Context: an optimization exercise on an open-source flow, tuned for small area and a short achievable clock period. The choices shown serve that exercise and are no tape-out recipe.
The RTL was checked by simulation tests, not by an equivalence proof against the original design.
Power figures rest on the tool's default switching activity, not on a simulated workload.

File: design/flow/config.mk
export PLATFORM = sky130hd
export DESIGN_NAME = eth_stream_top
export DESIGN_NICKNAME = eth_stream_top
export VERILOG_FILES = /design/flow/design.v
export SDC_FILE = /design/flow/constraint.sdc
export NUM_CORES = 4
export LEC_CHECK = 0
export CAP_MARGIN = 20
export CORE_MARGIN = 2
export CORE_UTILIZATION = 50
export SLEW_MARGIN = 20
File: design/flow/constraint.sdc
create_clock -name core_clock -period 5.0 [get_ports {clk_125}]
set_input_delay 1.0000 -clock core_clock [delete_from_list [all_inputs] [get_ports {clk_125}]]
set_output_delay 1.0000 -clock core_clock [all_outputs]
set_load 0.01 [all_outputs]
File: design/flow/design.v
`default_nettype none
package eth_stream_pkg;
	typedef logic [32-1:0] word_t;                     
	typedef logic [7:0] chan_t;                             
	typedef logic [15:0] byte_len_t;                        
	typedef logic [15:0] interval_t;                        
	typedef logic [15:0] pkt_num_t;                         
	typedef logic [$clog2(16)-1:0] buf_addr_t;      
	typedef logic [31:0] ip_addr_t;                         
	typedef struct packed {
		byte_len_t port_src;    
		byte_len_t port_dest;   
		ip_addr_t  ip_dest;
	} stream_cfg_t;
	typedef struct packed {
		chan_t     channel;
		byte_len_t nbytes;      
		word_t     sum;         
		interval_t interval;
		pkt_num_t  pkt_num;
	} buf_desc_t;
	typedef struct packed {
		word_t data;
		logic  sop;
		logic  eop;
		logic  wren;
	} tx_beat_t;
	typedef enum logic [1:0] {F_IDLE, F_READ, F_DONE, F_WAIT_TX} former_state_t;
	typedef enum logic [2:0] {
		S_IDLE,
		S_HDR_PORTS,
		S_HDR_IP,
		S_HDR_TAG,
		S_HDR_CHAN,
		S_DATA,
		S_SUM
	} sender_state_t;
endpackage
`default_nettype wire
`default_nettype none
module chan_fifo (
	input  wire                         clk_125,
	input  wire                         rst_crc,
	input  wire                         clr,     
	input  wire                         wr,
	input  wire eth_stream_pkg::word_t  wdata,
	input  wire                         rd,
	output eth_stream_pkg::word_t       rdata,   
	output logic [7-1:0]      level,
	output logic                        full
);
	localparam int PTR_W = $clog2(64);
	eth_stream_pkg::word_t mem [64];   
	logic [PTR_W-1:0] wr_ptr;
	logic [PTR_W-1:0] rd_ptr;
	logic do_wr;
	logic do_rd;
	assign full  = (level == 64);
	assign do_wr = wr & ~full & ~clr;           
	assign do_rd = rd & (level != '0) & ~clr;   
	always_ff @(posedge clk_125)
	begin
		if (rst_crc | clr)
		begin
			wr_ptr <= '0;
			rd_ptr <= '0;
			level  <= '0;   
		end
		else
		begin
			if (do_wr)
				wr_ptr <= wr_ptr + 1'b1;   
			if (do_rd)
				rd_ptr <= rd_ptr + 1'b1;
			case ({do_wr, do_rd})
				2'b10:   level <= level + 1'b1;
				2'b01:   level <= level - 1'b1;
				default: level <= level;   
			endcase
		end
	end
	always_ff @(posedge clk_125)
	begin
		if (do_wr)
			mem[wr_ptr] <= wdata;
		if (do_rd)
			rdata <= mem[rd_ptr];   
	end
endmodule
`default_nettype wire
`default_nettype none
module restart_ctrl (
	input  wire  clk_125,
	input  wire  rst_crc,
	input  wire  time_clr,      
	input  wire  stream_stop,   
	output logic former_hold,
	output logic fifo_clr,
	output logic tag_clr        
);
	localparam int SYNC_N = 3;
	localparam int CNT_W  = $clog2(100 + 1);
	logic [SYNC_N:0] clr_sr;   
	logic cause;
	logic hold_q;
	logic [CNT_W-1:0] hold_cnt;
	always_ff @(posedge clk_125)
	begin
		if (rst_crc)
			clr_sr <= '0;
		else
			clr_sr <= {clr_sr[SYNC_N-1:0], time_clr};
	end
	assign tag_clr = clr_sr[SYNC_N-1] & ~clr_sr[SYNC_N];   
	assign cause   = (|clr_sr) | stream_stop;              
	always_ff @(posedge clk_125)
	begin
		if (rst_crc)
		begin
			hold_q   <= 1'b0;
			hold_cnt <= '0;
		end
		else if (cause)
		begin
			hold_q   <= 1'b1;
			hold_cnt <= '0;   
		end
		else if (hold_q)
		begin
			if (hold_cnt == CNT_W'(100 - 1))
				hold_q <= 1'b0;   
			hold_cnt <= hold_cnt + 1'b1;
		end
	end
	assign former_hold = hold_q | cause;
	assign fifo_clr    = hold_q | cause;   
endmodule
`default_nettype wire
`default_nettype none
module buffer_former (
	input  wire                              clk_125,
	input  wire                              rst_crc,
	input  wire                              hold,           
	input  wire                              tag_clr,
	input  wire eth_stream_pkg::interval_t   interval_num,
	input  wire [7-1:0]            level0,
	input  wire [7-1:0]            level1,
	input  wire eth_stream_pkg::word_t       fifo_data0,
	input  wire eth_stream_pkg::word_t       fifo_data1,
	output logic                             rd0,
	output logic                             rd1,
	input  wire                              end_tx,
	output logic                             start,
	output eth_stream_pkg::buf_desc_t        desc,
	input  wire eth_stream_pkg::buf_addr_t   buf_rd_addr,
	output eth_stream_pkg::word_t            buf_rd_data
);
	localparam int SEL_W = $clog2(2);
	eth_stream_pkg::former_state_t state;
	eth_stream_pkg::word_t ram [16];   
	eth_stream_pkg::word_t rd_data;
	eth_stream_pkg::word_t sum;
	eth_stream_pkg::word_t sum_next;
	eth_stream_pkg::buf_addr_t wr_addr;
	eth_stream_pkg::buf_addr_t rd_cnt;
	eth_stream_pkg::pkt_num_t pkt_cnt;
	logic [SEL_W-1:0] sel;   
	logic rd_vld;            
	logic rdy0;
	logic rdy1;
	logic pick1;
	assign rdy0  = (level0 >= 16);
	assign rdy1  = (level1 >= 16);
	assign pick1 = rdy1 & (~rdy0 | (sel == '0));   
	assign rd0 = (state == eth_stream_pkg::F_READ) & ~hold & (sel == '0);
	assign rd1 = (state == eth_stream_pkg::F_READ) & ~hold & (sel != '0);
	assign rd_data  = (sel == '0) ? fifo_data0 : fifo_data1;
	assign sum_next = sum + rd_data;   
	always_ff @(posedge clk_125)
	begin
		if (rst_crc)
		begin
			state   <= eth_stream_pkg::F_IDLE;
			sel     <= '1;   
			start   <= 1'b0;
			rd_vld  <= 1'b0;
			rd_cnt  <= '0;
			pkt_cnt <= '0;
		end
		else
		begin
			start  <= 1'b0;
			rd_vld <= (state == eth_stream_pkg::F_READ) & ~hold;
			if (hold)
				state <= eth_stream_pkg::F_IDLE;
			else
				case (state)
					eth_stream_pkg::F_IDLE:
						if (rdy0 | rdy1)
						begin
							sel    <= SEL_W'(pick1);
							rd_cnt <= '0;
							state  <= eth_stream_pkg::F_READ;
						end
					eth_stream_pkg::F_READ:
					begin
						rd_cnt <= rd_cnt + 1'b1;
						if (rd_cnt == 16 - 1)
							state <= eth_stream_pkg::F_DONE;   
					end
					eth_stream_pkg::F_DONE:
					begin
						start   <= 1'b1;
						pkt_cnt <= pkt_cnt + 1'b1;
						state   <= eth_stream_pkg::F_WAIT_TX;
					end
					eth_stream_pkg::F_WAIT_TX:
						if (end_tx)
							state <= eth_stream_pkg::F_IDLE;
					default:
						state <= eth_stream_pkg::F_IDLE;
				endcase
			if (tag_clr)
				pkt_cnt <= '0;   
		end
	end
	always_ff @(posedge clk_125)
	begin
		if (state == eth_stream_pkg::F_IDLE)
		begin
			wr_addr <= '0;
			sum     <= '0;
		end
		else if (rd_vld)
		begin
			ram[wr_addr] <= rd_data;
			wr_addr      <= wr_addr + 1'b1;
			sum          <= sum_next;
		end
		if (state == eth_stream_pkg::F_DONE)
		begin
			desc.channel  <= eth_stream_pkg::chan_t'(sel);
			desc.nbytes   <= eth_stream_pkg::byte_len_t'(16 * 4);
			desc.sum      <= sum_next;
			desc.interval <= interval_num;
			desc.pkt_num  <= pkt_cnt;
		end
		buf_rd_data <= ram[buf_rd_addr];   
	end
endmodule
`default_nettype wire
`default_nettype none
module udp_frame_sender (
	input  wire                              clk_125,
	input  wire                              rst_crc,
	input  wire eth_stream_pkg::stream_cfg_t cfg,
	input  wire                              start,
	input  wire eth_stream_pkg::buf_desc_t   desc,
	output eth_stream_pkg::buf_addr_t        buf_rd_addr,
	input  wire eth_stream_pkg::word_t       buf_rd_data,   
	input  wire                              tx_rdy,
	output eth_stream_pkg::tx_beat_t         tx,
	output logic                             end_tx
);
	eth_stream_pkg::sender_state_t state;
	eth_stream_pkg::buf_desc_t desc_q;   
	eth_stream_pkg::buf_addr_t idx;      
	logic acc;                           
	assign acc = tx_rdy & (state != eth_stream_pkg::S_IDLE);
	assign buf_rd_addr = (acc && state == eth_stream_pkg::S_DATA) ? idx + 1'b1 : idx;
	always_comb
	begin
		tx.wren = acc;
		tx.sop  = acc & (state == eth_stream_pkg::S_HDR_PORTS);
		tx.eop  = acc & (state == eth_stream_pkg::S_SUM);
		case (state)
			eth_stream_pkg::S_HDR_PORTS:
				tx.data = {cfg.port_src, eth_stream_pkg::byte_len_t'(cfg.port_dest + 1'b1)};
			eth_stream_pkg::S_HDR_IP:
				tx.data = cfg.ip_dest;
			eth_stream_pkg::S_HDR_TAG:
				tx.data = {desc_q.interval, desc_q.pkt_num};   
			eth_stream_pkg::S_HDR_CHAN:
				tx.data = {8'd0, desc_q.channel, desc_q.nbytes};
			eth_stream_pkg::S_DATA:
				tx.data = buf_rd_data;
			eth_stream_pkg::S_SUM:
				tx.data = desc_q.sum;
			default:
				tx.data = '0;
		endcase
	end
	always_ff @(posedge clk_125)
	begin
		if (rst_crc)
		begin
			state  <= eth_stream_pkg::S_IDLE;
			idx    <= '0;
			end_tx <= 1'b0;
		end
		else
		begin
			end_tx <= acc & (state == eth_stream_pkg::S_SUM);   
			case (state)
				eth_stream_pkg::S_IDLE:
				begin
					idx <= '0;
					if (start)
						state <= eth_stream_pkg::S_HDR_PORTS;
				end
				eth_stream_pkg::S_HDR_PORTS:
					if (tx_rdy)
						state <= eth_stream_pkg::S_HDR_IP;
				eth_stream_pkg::S_HDR_IP:
					if (tx_rdy)
						state <= eth_stream_pkg::S_HDR_TAG;
				eth_stream_pkg::S_HDR_TAG:
					if (tx_rdy)
						state <= eth_stream_pkg::S_HDR_CHAN;
				eth_stream_pkg::S_HDR_CHAN:
					if (tx_rdy)
						state <= eth_stream_pkg::S_DATA;
				eth_stream_pkg::S_DATA:
					if (tx_rdy)
					begin
						idx <= idx + 1'b1;
						if (idx == 16 - 1)
							state <= eth_stream_pkg::S_SUM;
					end
				eth_stream_pkg::S_SUM:
					if (tx_rdy)
						state <= eth_stream_pkg::S_IDLE;
				default:
					state <= eth_stream_pkg::S_IDLE;
			endcase
		end
	end
	always_ff @(posedge clk_125)
	begin
		if (state == eth_stream_pkg::S_IDLE && start)
			desc_q <= desc;
	end
endmodule
`default_nettype wire
`default_nettype none
module eth_stream_top (
	input  wire                              clk_125,
	input  wire                              rst_crc,
	input  wire eth_stream_pkg::word_t       data_ch0,
	input  wire eth_stream_pkg::word_t       data_ch1,
	input  wire                              wr_ch0,
	input  wire                              wr_ch1,
	input  wire eth_stream_pkg::interval_t   interval_num,
	input  wire                              time_clr,
	input  wire                              stream_stop,
	input  wire eth_stream_pkg::stream_cfg_t cfg,
	input  wire                              tx_rdy,
	output eth_stream_pkg::tx_beat_t         tx
);
	logic former_hold;
	logic fifo_clr;
	logic tag_clr;
	logic rd0;
	logic rd1;
	logic start;
	logic end_tx;
	logic [7-1:0] level0;
	logic [7-1:0] level1;
	eth_stream_pkg::word_t fifo_data0;
	eth_stream_pkg::word_t fifo_data1;
	eth_stream_pkg::buf_desc_t desc;
	eth_stream_pkg::buf_addr_t buf_rd_addr;
	eth_stream_pkg::word_t buf_rd_data;
	restart_ctrl i_restart_ctrl (
		.clk_125     (clk_125),
		.rst_crc     (rst_crc),
		.time_clr    (time_clr),
		.stream_stop (stream_stop),
		.former_hold (former_hold),
		.fifo_clr    (fifo_clr),
		.tag_clr     (tag_clr)
	);
	chan_fifo i_fifo_ch0 (
		.clk_125 (clk_125),
		.rst_crc (rst_crc),
		.clr     (fifo_clr),
		.wr      (wr_ch0),
		.wdata   (data_ch0),
		.rd      (rd0),
		.rdata   (fifo_data0),
		.level   (level0),
		.full    ()
	);
	chan_fifo i_fifo_ch1 (
		.clk_125 (clk_125),
		.rst_crc (rst_crc),
		.clr     (fifo_clr),
		.wr      (wr_ch1),
		.wdata   (data_ch1),
		.rd      (rd1),
		.rdata   (fifo_data1),
		.level   (level1),
		.full    ()
	);
	buffer_former i_buffer_former (
		.clk_125      (clk_125),
		.rst_crc      (rst_crc),
		.hold         (former_hold),
		.tag_clr      (tag_clr),
		.interval_num (interval_num),
		.level0       (level0),
		.level1       (level1),
		.fifo_data0   (fifo_data0),
		.fifo_data1   (fifo_data1),
		.rd0          (rd0),
		.rd1          (rd1),
		.end_tx       (end_tx),
		.start        (start),
		.desc         (desc),
		.buf_rd_addr  (buf_rd_addr),
		.buf_rd_data  (buf_rd_data)
	);
	udp_frame_sender i_udp_frame_sender (
		.clk_125     (clk_125),
		.rst_crc     (rst_crc),
		.cfg         (cfg),
		.start       (start),
		.desc        (desc),
		.buf_rd_addr (buf_rd_addr),
		.buf_rd_data (buf_rd_data),
		.tx_rdy      (tx_rdy),
		.tx          (tx),
		.end_tx      (end_tx)
	);
endmodule
`default_nettype wire
File: design/flow/run.sh
#!/bin/bash
# synth_recipe.tcl (not shown) runs the flow's synth.tcl, then flattens the netlist and writes it again
# the make line also repeats each setting of config.mk as NAME=value (left out here)
make -C /OpenROAD-flow-scripts/flow DESIGN_CONFIG=/design/flow/config.mk WORK_HOME=/design/flow/orfs CLKGATE_MAP_FILE= SYNTH_SCRIPT=/design/flow/synth_recipe.tcl finish
==> results by group <==
Outcome
  – Status: complete, no violations

Setup path
  – Max stage delay on crit path: 0.65 ns
  – WP data required: 4.00 ns
  – CP max-delay cell: dfxtp_4
  – WP data arrival: 3.61 ns
  – Crit Path Category: reg2out
  – CP Launch Type: flip-flop
  – CP bufs+invs: 2
  – Worst-path fanout max: 33
  – Largest delay share family, worst path: buffers and inverters
  – Crit path cell chain: buf_4 > mux2i_1 > nor2_1 > a21oi_1 > o22ai_1 > clkdlybuf4s50_1
  – CP endpoint kind: output pin
  – R2R Setup Slk: 0.85 ns

Place
  – Dpl hpwl: 300 mm
  – Placer Congestion: 0.887
  – Port-buffer cells: 185
  – Placement Cell Area: 203000 sq um
  – Post-place setup slack: 0.385 ns

Clocking
  – Insertion delay to the later sink of the worst-skew pair: 1.03 ns
  – H-tree depth: 6
  – Cts bufs inserted: 518
  – Clock root cell: clkbuf_16
  – Sink Count: 4953
  – Max Root-Sink Buffers: 4
  – CTS tree: done
  – CTS clk-pin slew, worst paths: 0.06 ns

Timing
  – Clock Skews: 0.0726 ns
  – Hold slack: 0.285 ns
  – Setup TNS: 0 ns
  – Minimum clock period: 4.61 ns
  – Slew HR: 0.269
  – Pins over their slew limit: 0
  – Hold Vio Cnt, Final: 0
  – Max frequency: 0.217 GHz
  – Final setup violating endpoints: 0
  – RSZ-0062 raised after global routing: no
  – Final period util: 0.922
  – Tightest Pin Transition: 1.10 ns
  – PnR worst setup slack: 0.392 ns

Die
  – Core outline area: 380000 sq um
  – Die area: 387000 sq um
  – Std cell rows: 226
  – Die height: 622 microns
  – Initial Utilization: 0.503
  – Die W: 622 microns
  – IO Count: 186

Layout
  – Fraction of layout cells with a size suffix above 1: 0.302
  – Commonest cells after routing, fill and taps aside: edfxtp_1, mux4_2, clkbuf_16
  – Most common cell after layout, fill and taps aside: edfxtp_1
  – # nets final: 9284
  – Area Overhead vs Synth: 15.1%
  – Fillers: 27147
  – Design Area, Final: 220000 sq um

Hold path
  – Min-delay worst type: in2reg

Pwr
  – VDD IR max: 0.000346 V
  – Pwr dens: 382 nW/um^2
  – Pleak: 66.6 nW

GRT
  – Vias in the first global route: 91741
  – Congestion Overflow GR: 0
  – Largest net degree at the start of global routing: 84
  – All-layer global routing usage: 0.252
  – Initial antenna violation count: 37
  – First-pass GRT wire length: 696 mm

Logic synthesis
  – Cells after synthesis: 8368
  – Post-synthesis sequential area ratio: 0.771
  – Yosys warnings: 4
  – FFs w/ async S/R, synth: 0
  – Synthesized flop and latch total: 4953
  – Synth unique cells: 70
  – Netlist Area Pre-Place: 191000 sq um
  – Mapped Avg Cell Area: 22.8 sq um
  – Most frequently used flop master after synthesis: edfxtp_1
  – Number of synthesized flops with an enable pin: 4802
  – Net count after synthesis: 8582

Route
  – Post-route DRC: 0
  – Vias/cell: 6.29
  – Routed Antenna Nets: 0
  – TritonRoute pass-1 iters: 6
  – DRT iter0 DRCs: 11381
  – DR WL/cell: 33.8 microns
  – Vias: 91161
  – Final wirelength: 490 mm

Run
  – Max-Cap Viols: 0
## cell type report
cell class | count | area, sq um | share of cell area
Timing Repair Buffer | 638 | 6770 | 0.0308
Clock buffer | 649 | 13700 | 0.0623
Tap cell | 5016 | 6280 | 0.0285
Multi-Input combinational cell | 2916 | 42800 | 0.195
Clock inverter | 272 | 2840 | 0.0129
Sequential cell | 4953 | 147000 | 0.670
Inverter | 43 | 161 | 0.000734
Antenna cell | 16 | 40.0 | 0.000182
## through the flow
| stage | util | power (mW) | instances |
|---|---|---|---|
| 5_1_grt | 0.579 | 86.1 | 14490 |
| 6_report | 0.579 | 83.9 | 14503 |
| 2_1_floorplan | - | 46.4 | 8368 |
| 3_3_place_gp | 0.535 | 47.2 | 13565 |
| 4_1_cts | 0.579 | 84.5 | 14486 |
| 3_5_place_dp | 0.535 | 47.3 | 13565 |
## per-layer routing
| layer | share of wire | global-route usage | wire, microns | up-vias |
|---|---|---|---|---|
| li1 | - | - | - | 36952 |
| met1 | 0.41 | 0.370 | 203000 | 49577 |
| met2 | 0.48 | 0.402 | 235000 | 3972 |
| met3 | 0.078 | 0.0384 | 38100 | 650 |
| met4 | 0.028 | 0.0652 | 13600 | 10 |
| met5 | 0.00013 | 0 | 63 | - |
## logic make-up (layout without fill, tap and decap cells)
logic type	count (synthesis)	count (layout)	share of synthesized area
buf+inv	499	1602	0.0109
other cells	0	16	0
compound gates	450	450	0.0150
mux	1616	1616	0.177
simple gates	696	696	0.0179
flops	4953	4953	0.771
xor+xnor	91	91	0.00417
fa+ha+maj	63	63	0.00424
## what timing repair did
| item | in CTS | in global routing |
|---|---|---|
| hold endpoints to repair | 0 | 0 |
| resized for setup | 0 | 1 |
| setup buffers | 0 | 0 |
| hold buffers | 0 | 0 |
| setup endpoints to repair | 0 | 1 |
## worst paths after layout
path | cells past startpoint | start | end
min | 1 | data_ch0[14] | i_fifo_ch0.mem[56][14]
max | 6 | i_udp_frame_sender.state[1] | tx[23]
min reg2reg | 0 | i_buffer_former.desc[17] | i_udp_frame_sender.desc_q[17]
max reg2reg | 11 | i_buffer_former.sel | i_buffer_former.desc[61]
## Yosys cell counts (all sizes together) (7+ instances only)
cell	n	area share
inv	42	0.00083
clkbuf	242	0.0048
a21o	15	0.00059
o311ai	7	0.00032
nand2b	12	0.00039
nand4	26	0.00085
xor2	49	0.0022
and3	22	0.00072
o21ai	60	0.0016
nand3	41	0.0011
a22o	12	0.00055
or3	12	0.00039
mux2	43	0.0025
nor3	15	0.00051
nand3b	9	0.00035
xnor2	42	0.0019
nor3b	13	0.00051
a31oi	8	0.00026
a21oi	167	0.0044
nor2	276	0.0054
and2	28	0.00092
ha	60	0.0039
edfxtp	4802	0.75
buf	214	0.0053
mux4	1405	0.17
dfxtp	151	0.016
nor2b	104	0.0034
mux2i	168	0.0088
nand2	113	0.0022
o21a	8	0.00031
a211oi	103	0.0041
o221ai	11	0.00050
o22ai	17	0.00056
## sequential cells by signal (all words and copies together), names as in the netlist, 65 cells and up
register	flops
i_fifo_ch0.mem	2048
i_udp_frame_sender.desc_q	65
i_buffer_former.desc	65
i_buffer_former.ram	512
i_fifo_ch1.mem	2048
## where the power goes
part	internal [mW]	switching (mW)	total, mW
clock network	21.6	15.9	37.5
registers	45.4	0.00799	45.4
logic	0.185	0.802	0.986

## afterwards: timing with drivers on the ports
Ports are ideal in the flow. The routed layout listed here was re-timed in OpenROAD.
Step 1: set_driving_cell puts a clkbuf_16 on clk_125 and a buf_2 on each other input, an assumption about the parent block.
Step 2 adds t to the input delays and takes it off the output delays; t is the mean of the earliest and latest rising clock arrival at the registers after step 1. Input paths then give back, and output paths get back, about the clock's delay inside the block.
Slacks: ideal ports / drivers / drivers and shift; pairs: ideal ports / drivers.
shift t [ns]: 1.106
slack for setup (ns): 0.392 / 0.283 / 0.257
clock arrival spread, ns: 0.079 / 0.079
slew at the worst register clock pin (ns): 0.07 / 0.07
After both steps setup and hold are still met in this run. The setup slack of this run moves by -0.109 ns with the drivers and by -0.135 ns with both steps.
